This design comes from an exercise in tuning for small area, a short achievable clock period and few clock cycles per item on the open sky130 flow, not from production work. Function was checked by simulation only, so behaviour that the tests miss may differ from the original. Power and IR drop assume default switching activity.

==> inputs of v35 <==
==> flow/design.v <==
`timescale 1ns / 1ps
package srt_pkg;
  localparam int unsigned CFG_W = 6;
  localparam logic [CFG_W-1:0] CAP_RESET = 6'd32;
  localparam logic [1:0] MODE_INSERT = 2'd0;
  localparam logic [1:0] MODE_LOOKUP = 2'd1;
  localparam logic [1:0] MODE_FLUSH  = 2'd2;
  localparam logic [1:0] KIND_LOOKUP = 2'd0;
  localparam logic [1:0] KIND_ENTRY  = 2'd1;
  localparam logic [1:0] KIND_INSERT = 2'd2;
  localparam logic [1:0] KIND_FLUSH  = 2'd3;
  typedef enum logic [1:0] {
    OP_HOLD,
    OP_INSERT,
    OP_COLLAPSE,
    OP_SHIFT_DOWN
  } cell_op_e;
  typedef struct packed {
    logic     cmp_en;
    cell_op_e op;
  } cell_ctrl_t;
  typedef struct packed {
    logic lt;
    logic hit_any;
    logic match_any;
  } chain_t;
endpackage
`timescale 1ns / 1ps
module srt_cell #(
  parameter int unsigned ADDRESS_BITS = 40
) (
  input  logic                    clk_i,
  input  logic                    rst_ni,
  input  logic [1:0]              sel_i,
  input  logic                    upd_new_i,    
  input  logic [ADDRESS_BITS-1:0] req_old_i,
  input  logic [ADDRESS_BITS-1:0] req_new_i,
  input  logic [ADDRESS_BITS-1:0] key_i,        
  input  logic                    lo_valid_i,
  input  logic [ADDRESS_BITS-1:0] lo_old_i,
  input  logic [ADDRESS_BITS-1:0] lo_new_i,
  input  logic                    hi_valid_i,
  input  logic [ADDRESS_BITS-1:0] hi_old_i,
  input  logic [ADDRESS_BITS-1:0] hi_new_i,
  output logic                    valid_o,
  output logic [ADDRESS_BITS-1:0] old_o,
  output logic [ADDRESS_BITS-1:0] new_o,
  output logic                    lt_o,         
  output logic                    eq_old_o,     
  output logic                    eq_new_o      
);
  logic                    valid_q;
  logic [ADDRESS_BITS-1:0] old_q, new_q;
  assign lt_o     = valid_q & (old_q < key_i);
  assign eq_old_o = valid_q & (old_q == key_i);
  assign eq_new_o = valid_q & (new_q == key_i);
  assign valid_o = valid_q;
  assign old_o   = old_q;
  assign new_o   = new_q;
  always_ff @(posedge clk_i or negedge rst_ni) begin
    if (!rst_ni) begin
      valid_q <= 1'b0;
    end else begin
      case (sel_i)
        2'd1:    valid_q <= 1'b1;
        2'd2:    valid_q <= lo_valid_i;
        2'd3:    valid_q <= hi_valid_i;
        default: valid_q <= valid_q;
      endcase
    end
  end
  logic                    s_hold, s_req, s_lo, s_hi, n_hold, n_req;
  logic [ADDRESS_BITS-1:0] old_d, new_d;
  assign s_hold = (sel_i == 2'd0);
  assign s_req  = (sel_i == 2'd1);
  assign s_lo   = (sel_i == 2'd2);
  assign s_hi   = (sel_i == 2'd3);
  assign n_hold = s_hold & ~upd_new_i;
  assign n_req  = s_req | (s_hold & upd_new_i);
  assign old_d = ({ADDRESS_BITS{s_hold}} & old_q)
               | ({ADDRESS_BITS{s_req}}  & req_old_i)
               | ({ADDRESS_BITS{s_lo}}   & lo_old_i)
               | ({ADDRESS_BITS{s_hi}}   & hi_old_i);
  assign new_d = ({ADDRESS_BITS{n_hold}} & new_q)
               | ({ADDRESS_BITS{n_req}}  & req_new_i)
               | ({ADDRESS_BITS{s_lo}}   & lo_new_i)
               | ({ADDRESS_BITS{s_hi}}   & hi_new_i);
  always_ff @(posedge clk_i) begin
    old_q <= old_d;
    new_q <= new_d;
  end
endmodule
`timescale 1ns / 1ps
module sorted_remap_table_unit #(
  parameter int unsigned TABLE_DEPTH  = 16,
  parameter int unsigned ADDRESS_BITS = 40
) (
  input  logic                    clk_i,
  input  logic                    rst_ni,
  input  logic                    start_i,
  output logic                    busy_o,
  input  logic [1:0]              mode_i,
  input  logic [ADDRESS_BITS-1:0] old_address_i,
  input  logic [ADDRESS_BITS-1:0] new_address_i,
  input  logic                    cfg_we_i,
  input  logic [srt_pkg::CFG_W-1:0] cfg_wdata_i,
  output logic                    result_valid_o,
  output logic [1:0]              kind_o,
  output logic [ADDRESS_BITS-1:0] entry_old_o,
  output logic [ADDRESS_BITS-1:0] entry_new_o,
  output logic                    found_o,
  output logic                    last_o
);
  localparam int unsigned N    = TABLE_DEPTH;
  localparam int unsigned CntW = $clog2(TABLE_DEPTH + 1);
  localparam int unsigned LimW = (CntW > srt_pkg::CFG_W) ? CntW : srt_pkg::CFG_W;
  logic                    s1_v_q;
  logic [1:0]              s1_mode_q;
  logic [ADDRESS_BITS-1:0] s1_old_q, s1_new_q;
  logic                    s2_v_q;
  logic [1:0]              s2_mode_q;
  logic [ADDRESS_BITS-1:0] s2_old_q, s2_new_q;
  logic [N-1:0]            s2_lt_q, s2_eo_q, s2_hit_q;
  logic                    s2_any_q;
  logic [CntW-1:0]           count_q;
  logic                      drain_q;
  logic [srt_pkg::CFG_W-1:0] cap_q;
  logic [LimW-1:0]           cap_ext, eff_lim;
  logic                    res_valid_q;
  logic [1:0]              kind_q;
  logic [ADDRESS_BITS-1:0] eold_q, enew_q;
  logic                    found_q, last_q;
  logic                    c_valid [N];
  logic [ADDRESS_BITS-1:0] c_old   [N];
  logic [ADDRESS_BITS-1:0] c_new   [N];
  logic [N-1:0]            r_lt, r_eo, r_en;      
  logic                    n_lt, n_eo, n_en;      
  logic [N-1:0]            f_lt, f_eo, f_hit;     
  logic [N-1:0]            first_hit, ins_pos;
  logic [ADDRESS_BITS-1:0] look;
  logic accept, adv, s1_free;
  logic is_ins, is_look, is_flush, full, drain, do_ins, do_upd, s2_done;
  assign cap_ext = LimW'(cap_q);
  always_comb begin
    eff_lim = cap_ext;
    if (cap_ext == '0) begin
      eff_lim = LimW'(1);
    end else if (cap_ext > LimW'(TABLE_DEPTH)) begin
      eff_lim = LimW'(TABLE_DEPTH);
    end
  end
  assign is_ins   = s2_v_q & (s2_mode_q == srt_pkg::MODE_INSERT);
  assign is_look  = s2_v_q & (s2_mode_q == srt_pkg::MODE_LOOKUP);
  assign is_flush = s2_v_q & (s2_mode_q == srt_pkg::MODE_FLUSH);
  assign full     = LimW'(count_q) >= eff_lim;
  assign drain   = drain_q | (is_ins & ~s2_any_q & full) | (is_flush & (count_q != '0));
  assign do_ins  = is_ins & ~s2_any_q & ~drain;
  assign do_upd  = is_ins & s2_any_q & ~drain_q;
  assign s2_done = s2_v_q & ~drain;
  assign adv     = ~s2_v_q | s2_done;
  assign s1_free = ~s1_v_q | adv;
  assign busy_o  = ~s1_free;
  assign accept  = start_i & s1_free;
  always_comb begin
    logic seen;
    seen = 1'b0;
    for (int i = 0; i < N; i++) begin
      first_hit[i] = s2_hit_q[i] & ~seen;
      seen         = seen | s2_hit_q[i];
    end
    for (int i = 0; i < N; i++) begin
      ins_pos[i] = ~s2_lt_q[i] & ((i == 0) ? 1'b1 : s2_lt_q[(i == 0) ? 0 : i-1]);
    end
  end
  always_comb begin
    look = '0;
    for (int i = 0; i < N; i++) begin
      look = look | (s2_eo_q[i] ? c_new[i] : '0);
    end
  end
  assign n_lt = s2_old_q < s1_old_q;
  assign n_eo = s2_old_q == s1_old_q;
  assign n_en = s2_new_q == s1_old_q;
  always_comb begin
    for (int i = 0; i < N; i++) begin
      f_lt[i]  = r_lt[i];
      f_eo[i]  = r_eo[i];
      f_hit[i] = r_eo[i] | r_en[i];
      if (drain) begin
        if (i == N - 1) begin
          f_lt[i]  = 1'b0;
          f_eo[i]  = 1'b0;
          f_hit[i] = 1'b0;
        end else begin
          f_lt[i]  = r_lt[(i == N - 1) ? i : i+1];
          f_eo[i]  = r_eo[(i == N - 1) ? i : i+1];
          f_hit[i] = r_eo[(i == N - 1) ? i : i+1] | r_en[(i == N - 1) ? i : i+1];
        end
      end else if (do_ins && !s2_lt_q[i]) begin
        if (ins_pos[i]) begin
          f_lt[i]  = n_lt;
          f_eo[i]  = n_eo;
          f_hit[i] = n_eo | n_en;
        end else begin
          f_lt[i]  = r_lt[(i == 0) ? 0 : i-1];
          f_eo[i]  = r_eo[(i == 0) ? 0 : i-1];
          f_hit[i] = r_eo[(i == 0) ? 0 : i-1] | r_en[(i == 0) ? 0 : i-1];
        end
      end else if (do_upd && first_hit[i]) begin
        f_hit[i] = r_eo[i] | n_en;
      end
    end
  end
  genvar gi;
  generate
    for (gi = 0; gi < N; gi++) begin : g_cell
      logic                    lo_valid, hi_valid;
      logic [ADDRESS_BITS-1:0] lo_old, lo_new, hi_old, hi_new;
      logic [1:0]              sel;
      if (gi == 0) begin : g_first
        assign lo_valid = 1'b0;
        assign lo_old   = '0;
        assign lo_new   = '0;
      end else begin : g_mid
        assign lo_valid = c_valid[gi-1];
        assign lo_old   = c_old[gi-1];
        assign lo_new   = c_new[gi-1];
      end
      if (gi == N - 1) begin : g_top
        assign hi_valid = 1'b0;
        assign hi_old   = '0;
        assign hi_new   = '0;
      end else begin : g_below
        assign hi_valid = c_valid[gi+1];
        assign hi_old   = c_old[gi+1];
        assign hi_new   = c_new[gi+1];
      end
      always_comb begin
        sel = 2'd0;
        if (drain) begin
          sel = 2'd3;
        end else if (do_ins && !s2_lt_q[gi]) begin
          sel = ins_pos[gi] ? 2'd1 : 2'd2;
        end
      end
      srt_cell #(
        .ADDRESS_BITS(ADDRESS_BITS)
      ) u_cell (
        .clk_i      (clk_i),
        .rst_ni     (rst_ni),
        .sel_i      (sel),
        .upd_new_i  (do_upd & first_hit[gi]),
        .req_old_i  (s2_old_q),
        .req_new_i  (s2_new_q),
        .key_i      (s1_old_q),
        .lo_valid_i (lo_valid),
        .lo_old_i   (lo_old),
        .lo_new_i   (lo_new),
        .hi_valid_i (hi_valid),
        .hi_old_i   (hi_old),
        .hi_new_i   (hi_new),
        .valid_o    (c_valid[gi]),
        .old_o      (c_old[gi]),
        .new_o      (c_new[gi]),
        .lt_o       (r_lt[gi]),
        .eq_old_o   (r_eo[gi]),
        .eq_new_o   (r_en[gi])
      );
    end
  endgenerate
  always_ff @(posedge clk_i or negedge rst_ni) begin
    if (!rst_ni) begin
      s1_v_q      <= 1'b0;
      s2_v_q      <= 1'b0;
      count_q     <= '0;
      drain_q     <= 1'b0;
      cap_q       <= srt_pkg::CAP_RESET;
      res_valid_q <= 1'b0;
    end else begin
      if (s1_free) begin
        s1_v_q <= accept;
      end
      if (adv) begin
        s2_v_q <= s1_v_q;
      end
      if (drain) begin
        count_q <= count_q - CntW'(1);
        drain_q <= (count_q != CntW'(1));
      end else if (do_ins) begin
        count_q <= count_q + CntW'(1);
      end
      res_valid_q <= drain | (s2_done & (s2_mode_q != 2'd3));
      if (cfg_we_i) begin
        cap_q <= cfg_wdata_i;
      end
    end
  end
  always_ff @(posedge clk_i) begin
    if (accept) begin
      s1_mode_q <= mode_i;
      s1_old_q  <= old_address_i;
      s1_new_q  <= new_address_i;
    end
    if (adv) begin
      s2_mode_q <= s1_mode_q;
      s2_old_q  <= s1_old_q;
      s2_new_q  <= s1_new_q;
      s2_lt_q   <= f_lt;
      s2_eo_q   <= f_eo;
      s2_hit_q  <= f_hit;
      s2_any_q  <= |f_hit;
    end else if (drain) begin
      s2_lt_q   <= {1'b0, s2_lt_q[N-1:1]};
      s2_eo_q   <= {1'b0, s2_eo_q[N-1:1]};
      s2_hit_q  <= {1'b0, s2_hit_q[N-1:1]};
      s2_any_q  <= 1'b0;
    end
    if (drain) begin
      kind_q  <= srt_pkg::KIND_ENTRY;
      eold_q  <= c_old[0];
      enew_q  <= c_new[0];
      found_q <= 1'b0;
      last_q  <= 1'b0;
    end else begin
      eold_q <= s2_old_q;
      last_q <= 1'b1;
      case (s2_mode_q)
        srt_pkg::MODE_INSERT: begin
          kind_q  <= srt_pkg::KIND_INSERT;
          enew_q  <= s2_new_q;
          found_q <= s2_any_q;
        end
        srt_pkg::MODE_LOOKUP: begin
          kind_q  <= srt_pkg::KIND_LOOKUP;
          enew_q  <= look;
          found_q <= |s2_eo_q;
        end
        default: begin
          kind_q  <= srt_pkg::KIND_FLUSH;
          enew_q  <= '0;
          found_q <= 1'b0;
        end
      endcase
    end
  end
  assign result_valid_o = res_valid_q;
  assign kind_o         = kind_q;
  assign entry_old_o    = eold_q;
  assign entry_new_o    = enew_q;
  assign found_o        = found_q;
  assign last_o         = last_q;
endmodule
==> flow/run.sh <==
#!/bin/bash
# synth_recipe.tcl (not shown) runs the flow's synth.tcl, then flattens the netlist and writes it again
# the make line also repeats each setting of config.mk as NAME=value (left out here)
make -C /OpenROAD-flow-scripts/flow DESIGN_CONFIG=/design/flow/config.mk WORK_HOME=/design/flow/orfs CLKGATE_MAP_FILE= SYNTH_SCRIPT=/design/flow/synth_recipe.tcl finish
==> flow/config.mk <==
export PLATFORM = sky130hd
export DESIGN_NAME = sorted_remap_table_unit
export DESIGN_NICKNAME = sorted_remap_table_unit
export VERILOG_FILES = /design/flow/design.v
export SDC_FILE = /design/flow/constraint.sdc
export NUM_CORES = 4
export LEC_CHECK = 0
export CAP_MARGIN = 40
export CORE_MARGIN = 2
export CORE_UTILIZATION = 30
export PLACE_DENSITY = 0.55
export SLEW_MARGIN = 40
==> flow/constraint.sdc <==
create_clock -name core_clock -period 8.0 [get_ports {clk_i}]
set_input_delay 1.6000 -clock core_clock [delete_from_list [all_inputs] [get_ports {clk_i}]]
set_output_delay 1.6000 -clock core_clock [all_outputs]
set_load 0.01 [all_outputs]
==> inputs of v34, as changes to v35 <==
--- a/flow/design.v
+++ b/flow/design.v
@@ -124,6 +124,7 @@
   logic                    s2_any_q;
-  logic [CntW-1:0]           count_q;
-  logic                      drain_q;
-  logic [srt_pkg::CFG_W-1:0] cap_q;
-  logic [LimW-1:0]           cap_ext, eff_lim;
+  logic                    s2_ins_q;              
+  logic [CntW-1:0]           count_q, count_d;
+  logic                      drain_q, drain_d;    
+  logic                      busy_q, busy_d;
+  logic [CntW-1:0]           lim_q, lim_d;        
   logic                    res_valid_q;
@@ -138,22 +139,26 @@
   logic [N-1:0]            f_lt, f_eo, f_hit;     
-  logic [N-1:0]            first_hit, ins_pos;
+  logic [N-1:0]            first_hit, ins_pos, kill;
+  logic                    any_d;
   logic [ADDRESS_BITS-1:0] look;
-  logic accept, adv, s1_free;
-  logic is_ins, is_look, is_flush, full, drain, do_ins, do_upd, s2_done;
-  assign cap_ext = LimW'(cap_q);
-  always_comb begin
-    eff_lim = cap_ext;
-    if (cap_ext == '0) begin
-      eff_lim = LimW'(1);
-    end else if (cap_ext > LimW'(TABLE_DEPTH)) begin
-      eff_lim = LimW'(TABLE_DEPTH);
+  logic accept, adv, s1_free, s1_v_d;
+  logic is_ins, is_look, is_flush, drain, do_ins, do_upd, s2_done;
+  logic nx_ins, nx_flush;
+  always_comb begin
+    lim_d = lim_q;
+    if (cfg_we_i) begin
+      if (cfg_wdata_i == '0) begin
+        lim_d = CntW'(1);
+      end else if (LimW'(cfg_wdata_i) > LimW'(TABLE_DEPTH)) begin
+        lim_d = CntW'(TABLE_DEPTH);
+      end else begin
+        lim_d = CntW'(cfg_wdata_i);
+      end
     end
   end
-  assign is_ins   = s2_v_q & (s2_mode_q == srt_pkg::MODE_INSERT);
+  assign is_ins   = s2_ins_q;
   assign is_look  = s2_v_q & (s2_mode_q == srt_pkg::MODE_LOOKUP);
   assign is_flush = s2_v_q & (s2_mode_q == srt_pkg::MODE_FLUSH);
-  assign full     = LimW'(count_q) >= eff_lim;
-  assign drain   = drain_q | (is_ins & ~s2_any_q & full) | (is_flush & (count_q != '0));
+  assign drain   = drain_q;
   assign do_ins  = is_ins & ~s2_any_q & ~drain;
-  assign do_upd  = is_ins & s2_any_q & ~drain_q;
+  assign do_upd  = is_ins & s2_any_q & ~drain;
   assign s2_done = s2_v_q & ~drain;
@@ -161,4 +166,23 @@
   assign s1_free = ~s1_v_q | adv;
-  assign busy_o  = ~s1_free;
+  assign busy_o  = busy_q;
   assign accept  = start_i & s1_free;
+  assign s1_v_d  = s1_free ? accept : s1_v_q;
+  always_comb begin
+    count_d = count_q;
+    if (drain) begin
+      count_d = count_q - CntW'(1);
+    end else if (do_ins) begin
+      count_d = count_q + CntW'(1);
+    end
+  end
+  assign nx_ins   = s1_v_q & (s1_mode_q == srt_pkg::MODE_INSERT);
+  assign nx_flush = s1_v_q & (s1_mode_q == srt_pkg::MODE_FLUSH);
+  always_comb begin
+    if (!adv) begin
+      drain_d = (count_q != CntW'(1));
+    end else begin
+      drain_d = (nx_ins & ~any_d & (count_d >= lim_d)) | (nx_flush & (count_d != '0));
+    end
+  end
+  assign busy_d = s1_v_d & drain_d;
   always_comb begin
@@ -183,2 +207,4 @@
   assign n_en = s2_new_q == s1_old_q;
+  assign kill  = {N{do_upd}} & first_hit;
+  assign any_d = (|(r_eo | (r_en & ~kill))) | (do_ins & (n_eo | n_en)) | (do_upd & n_en);
   always_comb begin
@@ -274,23 +300,19 @@
       s2_v_q      <= 1'b0;
+      s2_ins_q    <= 1'b0;
       count_q     <= '0;
       drain_q     <= 1'b0;
-      cap_q       <= srt_pkg::CAP_RESET;
+      busy_q      <= 1'b0;
+      lim_q       <= CntW'(TABLE_DEPTH);
       res_valid_q <= 1'b0;
     end else begin
-      if (s1_free) begin
-        s1_v_q <= accept;
-      end
+      s1_v_q  <= s1_v_d;
       if (adv) begin
-        s2_v_q <= s1_v_q;
-      end
-      if (drain) begin
-        count_q <= count_q - CntW'(1);
-        drain_q <= (count_q != CntW'(1));
-      end else if (do_ins) begin
-        count_q <= count_q + CntW'(1);
+        s2_v_q   <= s1_v_q;
+        s2_ins_q <= nx_ins;
       end
+      count_q <= count_d;
+      drain_q <= drain_d;
+      busy_q  <= busy_d;
+      lim_q   <= lim_d;
       res_valid_q <= drain | (s2_done & (s2_mode_q != 2'd3));
-      if (cfg_we_i) begin
-        cap_q <= cfg_wdata_i;
-      end
     end
@@ -310,3 +332,3 @@
       s2_hit_q  <= f_hit;
-      s2_any_q  <= |f_hit;
+      s2_any_q  <= any_d;
     end else if (drain) begin
--- a/flow/config.mk
+++ b/flow/config.mk
@@ -7,2 +7,3 @@
 export LEC_CHECK = 0
+export ABC_CLOCK_PERIOD_IN_PS = 3500
 export CAP_MARGIN = 40
@@ -11,2 +12,3 @@
 export PLACE_DENSITY = 0.55
+export SETUP_SLACK_MARGIN = 4.5
 export SLEW_MARGIN = 40
==> comparison table <==
item                                                                                   v34                      v35
Outcome                                                            complete, no violations  complete, no violations
Number of non-filler instances in the completed layout                               15100                    14500
P_clk                                                                              9870 µW                  9480 µW
Area occupied by multi-input gates                                              0.0565 mm²               0.0564 mm²
Fraction of cell area in non-clock buffers                                           6.30%                    4.81%
Reported leakage power                                                           0.0447 µW                0.0451 µW
Post-layout worst setup margin                                                     4.11 ns                  2.49 ns
Clock network area share                                                             6.25%                    6.05%
Worst-Skew Late Latency                                                            0.93 ns                  0.95 ns
Buffers inserted during post-CTS setup optimization                                     56                        0
Reg2Reg Launch Point                                                          s1_old_q[39]             s2_mode_q[1]
Maximum frequency from static timing analysis                                      257 MHz                  182 MHz
Wire length on met3                                                               66900 µm                 69700 µm
Met2 track demand over resource                                                      47.7%                    50.0%
Share of async-settable or async-resettable flops after synthesis                    1.99%                    1.93%
Data required time at the worst endpoint                                           8.80 ns                  6.40 ns
Largest net degree at the start of global routing                                      225                      173
Via density per instance                                                              6.42                     6.67
Initial core utilization                                                             30.2%                    30.2%
Post-synthesis cell count                                                            10800                    10300
Fraction of standard cell area that is sequential                                    31.2%                    31.9%
Testbench counts of v35, summed over its fixed seeds: cycles 6,872, items 4,800.
Testbench counts of v34, summed over its fixed seeds: cycles 6,872, items 4,800.

==> port drivers added, routing unchanged <==
Ports are ideal in the flow. The routed layouts listed here were re-timed in OpenROAD. Step 1, drivers: a clkbuf_16 drives clk_i and a buf_2 each remaining input, both assumed. Step 2 also shifts input and output timing later by t, the mid clock arrival at the registers, as if the neighbouring blocks saw the same clock. Three values: ideal ports, drivers, drivers and shift; two values: the first two.
run	shift t [ns]	setup WS [ns]	clock arrival spread, ns	slew at the worst register clock pin (ns)	worst data-port slew with drivers (ns)
v35	1.026	2.491 / 2.379 / 2.900	0.083 / 0.083	0.08 / 0.08	0.09
v34	0.998	4.113 / 4.113 / 3.931	0.082 / 0.082	0.07 / 0.07	0.17
After both steps every run listed still meets setup and hold. For v34, which loses most, drivers alone change the setup slack by 0.000 ns; drivers and shift together by -0.182 ns.
